From an optimization exercise on the open Yosys and OpenROAD flow, aimed at small area, a short achievable clock period and few clock cycles per item; shortcuts taken in it are not production practice.
In this exercise RTL edits were held to simulation tests only and were not proved equivalent to the original.
Power figures rest on the tool's default switching activity, not on a simulated workload.

==> run R: inputs <==
==> flow/design.v <==
`timescale 1ns / 1ps
`default_nettype none
package sds_pkg;
   localparam int CYL_W       = 16;
   localparam int MOVE_W      = 17;
   localparam int REQ_DATA_W  = 32;
   localparam int RSP_DATA_W  = 40;
   localparam logic [MOVE_W-1:0] MOVE_MAX = 17'h1FFFF;
   localparam logic [CYL_W-1:0] LAST_CYL_RESET = 16'd199;
   localparam logic OP_ADD = 1'b0;
   localparam logic OP_RUN = 1'b1;
   typedef struct packed {
      logic             valid;
      logic             first;
      logic             turn;
      logic             last;
      logic [CYL_W-1:0] cyl;
   } emit_type;
endpackage
`default_nettype wire
`timescale 1ns / 1ps
`default_nettype none
import sds_pkg::*;
module scan_disk_scheduler_top #(
   parameter int MAX_REQUESTS = 32
) (
   input  wire logic                          clock,
   input  wire logic                          reset,
   input  wire logic                          req_tvalid,
   output logic                               req_tready,
   input  wire logic [sds_pkg::REQ_DATA_W-1:0] req_tdata,
   input  wire logic                          req_tuser,
   output logic                               rsp_tvalid,
   input  wire logic                          rsp_tready,
   output logic [sds_pkg::RSP_DATA_W-1:0]     rsp_tdata,
   output logic                               rsp_tuser,
   output logic                               rsp_tlast,
   input  wire logic                          csr_wr_en,
   input  wire logic [sds_pkg::CYL_W-1:0]     csr_wr_data
);
   localparam int N     = MAX_REQUESTS;
   localparam int PAD_W = RSP_DATA_W - MOVE_W - CYL_W;
   logic [CYL_W-1:0]  last_cyl_ff;
   logic              in_full_ff;
   logic              in_op_ff;       
   logic              in_cin_ff;      
   logic              in_up_ff;
   logic [CYL_W-1:0]  in_val_ff;      
   logic [CYL_W-1:0]  arr_ff [N];
   logic [N-1:0]      vld_ff;
   logic              walk_ff;        
   logic              second_ff;      
   logic              asc_ff;         
   logic              begun_ff;       
   logic [N-1:0]      ptr_ff;         
   logic              empty2_ff;      
   logic              x_vld_ff;
   logic              x_first_ff;
   logic              x_turn_ff;
   logic              x_last_ff;
   logic [CYL_W-1:0]  x_cyl_ff;
   logic              y_vld_ff;
   logic              y_first_ff;
   logic              y_turn_ff;
   logic              y_last_ff;
   logic [CYL_W-1:0]  y_cyl_ff;
   logic [CYL_W-1:0]  y_step_ff;
   logic              o_vld_ff;
   logic              o_turn_ff;
   logic              o_last_ff;
   logic [CYL_W-1:0]  o_cyl_ff;
   logic [MOVE_W-1:0] o_total_ff;
   logic [MOVE_W-1:0] travel_ff;
   function automatic logic cmp_gt(input logic [CYL_W-1:0] a,
                                   input logic [CYL_W-1:0] b,
                                   input logic             ge);
      logic [CYL_W-1:0] gg, ee;
      gg = a & ~b;
      ee = a | ~b;
      for (int w = 1; w < CYL_W; w = w * 2) begin
         for (int k = CYL_W - 1; k >= 0; k--) begin
            if ((k % (2 * w)) == (2 * w - 1)) begin
               gg[k] = gg[k] | (ee[k] & gg[k-w]);
               ee[k] = ee[k] & ee[k-w];
            end
         end
      end
      cmp_gt = gg[CYL_W-1] | (ee[CYL_W-1] & ge);
   endfunction
   logic [N-1:0]      g;             
   logic [N:0]        bnd;           
   logic [N-1:0]      asc_start;
   logic [N-1:0]      desc_start;
   always_comb begin
      for (int i = 0; i < N; i++) begin
         g[i] = !vld_ff[i] || cmp_gt(arr_ff[i], in_val_ff, in_cin_ff);
      end
      bnd[0] = g[0];
      for (int i = 1; i < N; i++) begin
         bnd[i] = g[i] && !g[i-1];
      end
      bnd[N] = !g[N-1];
      asc_start  = bnd[N-1:0];
      desc_start = bnd[N:1];
   end
   logic              adv;           
   logic              start;         
   logic              release_run;   
   logic              ins;           
   logic              drop;          
   logic              in_take;       
   logic              hit;           
   logic              nxt_hit;       
   logic [N-1:0]      ptr_nxt;
   logic [CYL_W-1:0]  rd;
   logic              walk_end;      
   logic              o_adv;         
   logic              y_adv;         
   assign o_adv = !o_vld_ff || rsp_tready;
   assign y_adv = !y_vld_ff || o_adv;
   assign adv   = !x_vld_ff || y_adv;
   always_comb begin
      ptr_nxt = asc_ff ? {ptr_ff[N-2:0], 1'b0} : {1'b0, ptr_ff[N-1:1]};
      hit     = |(ptr_ff & vld_ff);
      nxt_hit = |(ptr_nxt & vld_ff);
      rd      = '0;
      for (int i = 0; i < N; i++) begin
         rd = rd | (arr_ff[i] & {CYL_W{ptr_ff[i]}});
      end
   end
   assign walk_end = walk_ff && adv &&
                     (hit ? (second_ff && !nxt_hit) : (!second_ff && empty2_ff));
   assign start       = in_full_ff && in_op_ff && !begun_ff && !walk_ff && !x_vld_ff;
   assign release_run = in_full_ff && in_op_ff && begun_ff && (second_ff || !walk_ff);
   assign ins         = in_full_ff && !in_op_ff && !walk_ff && !vld_ff[N-1];
   assign drop        = in_full_ff && !in_op_ff && !walk_ff && vld_ff[N-1];
   assign in_take     = ins || drop || release_run;
   assign req_tready = !in_full_ff || in_take;
   always_ff @(posedge clock) begin
      if (reset) begin
         in_full_ff <= 1'b0;
      end else if (req_tvalid && req_tready) begin
         in_full_ff <= 1'b1;
      end else if (in_take) begin
         in_full_ff <= 1'b0;
      end
   end
   always_ff @(posedge clock) begin
      if (req_tvalid && req_tready) begin
         in_op_ff  <= req_tuser;
         in_up_ff  <= cmp_gt(req_tdata[2*CYL_W-1:CYL_W], last_cyl_ff >> 1, 1'b0);
         in_cin_ff <= req_tuser && cmp_gt(req_tdata[2*CYL_W-1:CYL_W], last_cyl_ff >> 1, 1'b0);
         in_val_ff <= req_tuser ? req_tdata[2*CYL_W-1:CYL_W] : req_tdata[CYL_W-1:0];
      end
   end
   always_ff @(posedge clock) begin
      if (ins) begin
         for (int i = 0; i < N; i++) begin
            if (g[i]) begin
               arr_ff[i] <= (i > 0 && g[i == 0 ? 0 : i-1]) ? arr_ff[i == 0 ? 0 : i-1] : in_val_ff;
            end
         end
      end
   end
   always_ff @(posedge clock) begin
      if (reset || walk_end) begin
         vld_ff <= '0;
      end else if (ins) begin
         vld_ff <= {vld_ff[N-2:0], 1'b1};
      end
   end
   always_ff @(posedge clock) begin
      if (reset || walk_end) begin
         walk_ff <= 1'b0;
      end else if (start) begin
         walk_ff <= 1'b1;
      end
   end
   always_ff @(posedge clock) begin
      if (reset || release_run) begin
         begun_ff <= 1'b0;
      end else if (start) begin
         begun_ff <= 1'b1;
      end
   end
   always_ff @(posedge clock) begin
      if (start) begin
         second_ff <= 1'b0;
         asc_ff    <= in_up_ff;
         ptr_ff    <= in_up_ff ? asc_start : desc_start;
         empty2_ff <= in_up_ff ? (desc_start == '0) : ((asc_start & vld_ff) == '0);
      end else if (walk_ff && adv) begin
         if (hit) begin
            ptr_ff <= ptr_nxt;
         end else if (!second_ff) begin
            second_ff <= 1'b1;
            asc_ff    <= !in_up_ff;
            ptr_ff    <= in_up_ff ? desc_start : asc_start;
         end
      end
   end
   always_ff @(posedge clock) begin
      if (reset) begin
         x_vld_ff <= 1'b0;
      end else if (start) begin
         x_vld_ff <= 1'b1;
      end else if (adv) begin
         x_vld_ff <= walk_ff && (hit || !second_ff);
      end
   end
   always_ff @(posedge clock) begin
      if (start || adv) begin
         x_first_ff <= start;
         x_turn_ff  <= !start && !hit;
         x_last_ff  <= !start && walk_end;
         if (start) begin
            x_cyl_ff <= in_val_ff;
         end else if (hit) begin
            x_cyl_ff <= rd;
         end else begin
            x_cyl_ff <= in_up_ff ? last_cyl_ff : '0;
         end
      end
   end
   logic [CYL_W:0]    dif_xy;
   logic [CYL_W:0]    dif_yx;
   always_comb begin
      dif_xy = {1'b0, x_cyl_ff} - {1'b0, y_cyl_ff};
      dif_yx = {1'b0, y_cyl_ff} - {1'b0, x_cyl_ff};
   end
   always_ff @(posedge clock) begin
      if (reset) begin
         y_vld_ff <= 1'b0;
      end else if (y_adv) begin
         y_vld_ff <= x_vld_ff;
      end
   end
   always_ff @(posedge clock) begin
      if (x_vld_ff && y_adv) begin
         y_first_ff <= x_first_ff;
         y_turn_ff  <= x_turn_ff;
         y_last_ff  <= x_last_ff;
         y_cyl_ff   <= x_cyl_ff;
         y_step_ff  <= dif_xy[CYL_W] ? dif_yx[CYL_W-1:0] : dif_xy[CYL_W-1:0];
      end
   end
   logic [MOVE_W:0]   sum;
   logic [MOVE_W-1:0] sat;
   logic              o_load;
   assign o_load = y_vld_ff && o_adv;
   always_comb begin
      sum = {1'b0, travel_ff} + (MOVE_W + 1)'(y_step_ff);
      sat = sum[MOVE_W] ? MOVE_MAX : sum[MOVE_W-1:0];
   end
   always_ff @(posedge clock) begin
      if (reset) begin
         o_vld_ff <= 1'b0;
      end else if (o_load) begin
         o_vld_ff <= 1'b1;
      end else if (rsp_tready) begin
         o_vld_ff <= 1'b0;
      end
   end
   always_ff @(posedge clock) begin
      if (o_load) begin
         o_cyl_ff   <= y_cyl_ff;
         o_turn_ff  <= y_turn_ff;
         o_last_ff  <= y_last_ff;
         o_total_ff <= y_last_ff ? sat : '0;
         travel_ff  <= y_first_ff ? '0 : sat;
      end
   end
   always_ff @(posedge clock) begin
      if (reset) begin
         last_cyl_ff <= LAST_CYL_RESET;
      end else if (csr_wr_en) begin
         last_cyl_ff <= csr_wr_data;
      end
   end
   assign rsp_tvalid = o_vld_ff;
   assign rsp_tdata  = {{PAD_W{1'b0}}, o_total_ff, o_cyl_ff};
   assign rsp_tuser  = o_turn_ff;
   assign rsp_tlast  = o_last_ff;
endmodule
`default_nettype wire
==> flow/run.sh <==
#!/bin/bash
# synth_recipe.tcl (not shown) runs the flow's synth.tcl, then flattens the netlist and writes it again
# the make line also repeats each setting of config.mk as NAME=value (left out here)
make -C /OpenROAD-flow-scripts/flow DESIGN_CONFIG=/design/flow/config.mk WORK_HOME=/design/flow/orfs CLKGATE_MAP_FILE= SYNTH_SCRIPT=/design/flow/synth_recipe.tcl finish
==> flow/config.mk <==
export PLATFORM = sky130hd
export DESIGN_NAME = scan_disk_scheduler_top
export DESIGN_NICKNAME = scan_disk_scheduler_top
export VERILOG_FILES = /design/flow/design.v
export SDC_FILE = /design/flow/constraint.sdc
export NUM_CORES = 4
export LEC_CHECK = 0
export CAP_MARGIN = 20
export CORE_MARGIN = 2
export CORE_UTILIZATION = 40
export SETUP_SLACK_MARGIN = 4.5
export SLEW_MARGIN = 20
==> flow/constraint.sdc <==
create_clock -name core_clock -period 8.0 [get_ports {clock}]
set_input_delay 1.6000 -clock core_clock [delete_from_list [all_inputs] [get_ports {clock}]]
set_output_delay 1.6000 -clock core_clock [all_outputs]
set_load 0.01 [all_outputs]
==> run F: changes against run R <==
--- a/flow/design.v
+++ b/flow/design.v
@@ -49,10 +49,9 @@
    logic [CYL_W-1:0]  arr_ff [N];
    logic [N-1:0]      vld_ff;
-   logic              walk_ff;        
+   logic              busy;           
+   logic              started_ff;     
    logic              second_ff;      
    logic              asc_ff;         
-   logic              begun_ff;       
    logic [N-1:0]      ptr_ff;         
-   logic              empty2_ff;      
    logic              x_vld_ff;
    logic              x_first_ff;
@@ -60,10 +59,4 @@
    logic              x_last_ff;
    logic [CYL_W-1:0]  x_cyl_ff;
-   logic              y_vld_ff;
-   logic              y_first_ff;
-   logic              y_turn_ff;
-   logic              y_last_ff;
-   logic [CYL_W-1:0]  y_cyl_ff;
-   logic [CYL_W-1:0]  y_step_ff;
    logic              o_vld_ff;
    logic              o_turn_ff;
@@ -105,6 +98,4 @@
    end
    logic              adv;           
-   logic              start;         
-   logic              release_run;   
    logic              ins;           
    logic              drop;          
@@ -114,10 +105,7 @@
    logic [N-1:0]      ptr_nxt;
    logic [CYL_W-1:0]  rd;
+   logic              start2_empty;
    logic              walk_end;      
-   logic              o_adv;         
-   logic              y_adv;         
-   assign o_adv = !o_vld_ff || rsp_tready;
-   assign y_adv = !y_vld_ff || o_adv;
-   assign adv   = !x_vld_ff || y_adv;
+   assign adv = !x_vld_ff || !o_vld_ff || rsp_tready;
    always_comb begin
       ptr_nxt = asc_ff ? {ptr_ff[N-2:0], 1'b0} : {1'b0, ptr_ff[N-1:1]};
@@ -128,12 +116,11 @@
          rd = rd | (arr_ff[i] & {CYL_W{ptr_ff[i]}});
       end
-   end
-   assign walk_end = walk_ff && adv &&
-                     (hit ? (second_ff && !nxt_hit) : (!second_ff && empty2_ff));
-   assign start       = in_full_ff && in_op_ff && !begun_ff && !walk_ff && !x_vld_ff;
-   assign release_run = in_full_ff && in_op_ff && begun_ff && (second_ff || !walk_ff);
-   assign ins         = in_full_ff && !in_op_ff && !walk_ff && !vld_ff[N-1];
-   assign drop        = in_full_ff && !in_op_ff && !walk_ff && vld_ff[N-1];
-   assign in_take     = ins || drop || release_run;
+      start2_empty = in_up_ff ? (desc_start == '0) : ((asc_start & vld_ff) == '0);
+   end
+   assign walk_end = busy && started_ff && adv &&
+                     (hit ? (second_ff && !nxt_hit) : (!second_ff && start2_empty));
+   assign ins     = in_full_ff && !in_op_ff && !busy && !vld_ff[N-1];
+   assign drop    = in_full_ff && !in_op_ff && !busy && vld_ff[N-1];
+   assign in_take = ins || drop || walk_end;
    assign req_tready = !in_full_ff || in_take;
    always_ff @(posedge clock) begin
@@ -170,26 +157,15 @@
       end
    end
-   always_ff @(posedge clock) begin
-      if (reset || walk_end) begin
-         walk_ff <= 1'b0;
-      end else if (start) begin
-         walk_ff <= 1'b1;
-      end
-   end
-   always_ff @(posedge clock) begin
-      if (reset || release_run) begin
-         begun_ff <= 1'b0;
-      end else if (start) begin
-         begun_ff <= 1'b1;
-      end
-   end
-   always_ff @(posedge clock) begin
-      if (start) begin
-         second_ff <= 1'b0;
-         asc_ff    <= in_up_ff;
-         ptr_ff    <= in_up_ff ? asc_start : desc_start;
-         empty2_ff <= in_up_ff ? (desc_start == '0) : ((asc_start & vld_ff) == '0);
-      end else if (walk_ff && adv) begin
-         if (hit) begin
+   assign busy = in_full_ff && in_op_ff;
+   always_ff @(posedge clock) begin
+      if (reset || !busy || walk_end) begin
+         started_ff <= 1'b0;
+         second_ff  <= 1'b0;
+      end else if (adv) begin
+         if (!started_ff) begin
+            started_ff <= 1'b1;
+            asc_ff     <= in_up_ff;
+            ptr_ff     <= in_up_ff ? asc_start : desc_start;
+         end else if (hit) begin
             ptr_ff <= ptr_nxt;
          end else if (!second_ff) begin
@@ -203,16 +179,14 @@
       if (reset) begin
          x_vld_ff <= 1'b0;
-      end else if (start) begin
-         x_vld_ff <= 1'b1;
       end else if (adv) begin
-         x_vld_ff <= walk_ff && (hit || !second_ff);
-      end
-   end
-   always_ff @(posedge clock) begin
-      if (start || adv) begin
-         x_first_ff <= start;
-         x_turn_ff  <= !start && !hit;
-         x_last_ff  <= !start && walk_end;
-         if (start) begin
+         x_vld_ff <= busy && (!started_ff || hit || !second_ff);
+      end
+   end
+   always_ff @(posedge clock) begin
+      if (adv) begin
+         x_first_ff <= !started_ff;
+         x_turn_ff  <= started_ff && !hit;
+         x_last_ff  <= walk_end;
+         if (!started_ff) begin
             x_cyl_ff <= in_val_ff;
          end else if (hit) begin
@@ -223,33 +197,13 @@
       end
    end
-   logic [CYL_W:0]    dif_xy;
-   logic [CYL_W:0]    dif_yx;
-   always_comb begin
-      dif_xy = {1'b0, x_cyl_ff} - {1'b0, y_cyl_ff};
-      dif_yx = {1'b0, y_cyl_ff} - {1'b0, x_cyl_ff};
-   end
-   always_ff @(posedge clock) begin
-      if (reset) begin
-         y_vld_ff <= 1'b0;
-      end else if (y_adv) begin
-         y_vld_ff <= x_vld_ff;
-      end
-   end
-   always_ff @(posedge clock) begin
-      if (x_vld_ff && y_adv) begin
-         y_first_ff <= x_first_ff;
-         y_turn_ff  <= x_turn_ff;
-         y_last_ff  <= x_last_ff;
-         y_cyl_ff   <= x_cyl_ff;
-         y_step_ff  <= dif_xy[CYL_W] ? dif_yx[CYL_W-1:0] : dif_xy[CYL_W-1:0];
-      end
-   end
+   logic [CYL_W-1:0]  step;
    logic [MOVE_W:0]   sum;
    logic [MOVE_W-1:0] sat;
    logic              o_load;
-   assign o_load = y_vld_ff && o_adv;
+   assign o_load = x_vld_ff && (!o_vld_ff || rsp_tready);
    always_comb begin
-      sum = {1'b0, travel_ff} + (MOVE_W + 1)'(y_step_ff);
-      sat = sum[MOVE_W] ? MOVE_MAX : sum[MOVE_W-1:0];
+      step = (x_cyl_ff >= o_cyl_ff) ? (x_cyl_ff - o_cyl_ff) : (o_cyl_ff - x_cyl_ff);
+      sum  = {1'b0, travel_ff} + (MOVE_W + 1)'(step);
+      sat  = sum[MOVE_W] ? MOVE_MAX : sum[MOVE_W-1:0];
    end
    always_ff @(posedge clock) begin
@@ -264,9 +218,9 @@
    always_ff @(posedge clock) begin
       if (o_load) begin
-         o_cyl_ff   <= y_cyl_ff;
-         o_turn_ff  <= y_turn_ff;
-         o_last_ff  <= y_last_ff;
-         o_total_ff <= y_last_ff ? sat : '0;
-         travel_ff  <= y_first_ff ? '0 : sat;
+         o_cyl_ff   <= x_cyl_ff;
+         o_turn_ff  <= x_turn_ff;
+         o_last_ff  <= x_last_ff;
+         o_total_ff <= x_last_ff ? sat : '0;
+         travel_ff  <= x_first_ff ? '0 : sat;
       end
    end
Settings changed: SETUP_SLACK_MARGIN 4.5 to not set.
==> summary of the runs <==
- Of run F and run R, run F has the higher sequential share of layout area (gap 0.31 points).
- Fmax: run R is higher than run F (90%).
- Of run R and run F, run F has the higher count of clock-buffer cells in the layout (gap 10).
- In die area, run R and run F hardly differ.
- Worst hold slack: run R is worse than run F (0.022 ns).
- Of run R and run F, run R has the higher non-clock buffer count (gap 89).
==> figures <==
| metric | run R | run F |
|---|---|---|
| Actual transition at the worst max-transition pin | 1.12 ns | 1.18 ns |
| Area of the multi-input gates | 21700 um2 | 21600 um2 |
| Horiz. Die Dim | 337 um | 337 um |
| Compound-Gate Fraction of Synth Area | 24.6% | 23.8% |
| Status | no timing/DRC/antenna violations | no timing/DRC/antenna violations |
| Met3 routed WL | 30200 um | 28700 um |
| Final worst hold slack | 0.420 ns | 0.441 ns |
| Post-cts repair resize count | 344 | 0 |
| Type of the worst setup path | reg -> reg | reg -> out |
| Power of the sequential group | 4.58 mW | 4.24 mW |
| Data-path buffer share of cell area in the final layout | 7.47% | 4.31% |
| Per-cell via count in the routed design | 6.79 | 6.72 |
| Number of cells after detailed placement | 5927 | 5965 |
Testbench counts of run R, summed over its fixed seeds: cycles 3,535, items 1,655.
Testbench counts of run F, summed over its fixed seeds: cycles 3,526, items 1,655.

## port drivers added, routing unchanged
How much do the figures lean on ideal ports? The routed layouts below were timed once more, with nothing changed but the port constraints.
Step 1, drivers: a clkbuf_16 drives clock and a buf_2 each remaining input, both assumed.
Step 2 times the ports against the registers' clock, not the clock port: input delays grow and output delays shrink by t, the midpoint of the rising clock arrivals with the driver on.
Three values: ideal, step 1, step 2; two values: the first two.
run	t, ns	setup slack, ns	worst setup path after step 2	worst register clock-pin slew, ns	cell pins on the clock port's net
run R	0.756	4.033 / 4.033 / 3.802	input to register	0.07 / 0.07	1
run F	0.765	0.470 / 0.394 / 1.159	register to output	0.07 / 0.07	1
After both steps setup and hold are still met in every run listed. The setup slack of run R, which loses most, moves by 0.000 ns with the drivers and by -0.231 ns with both steps.
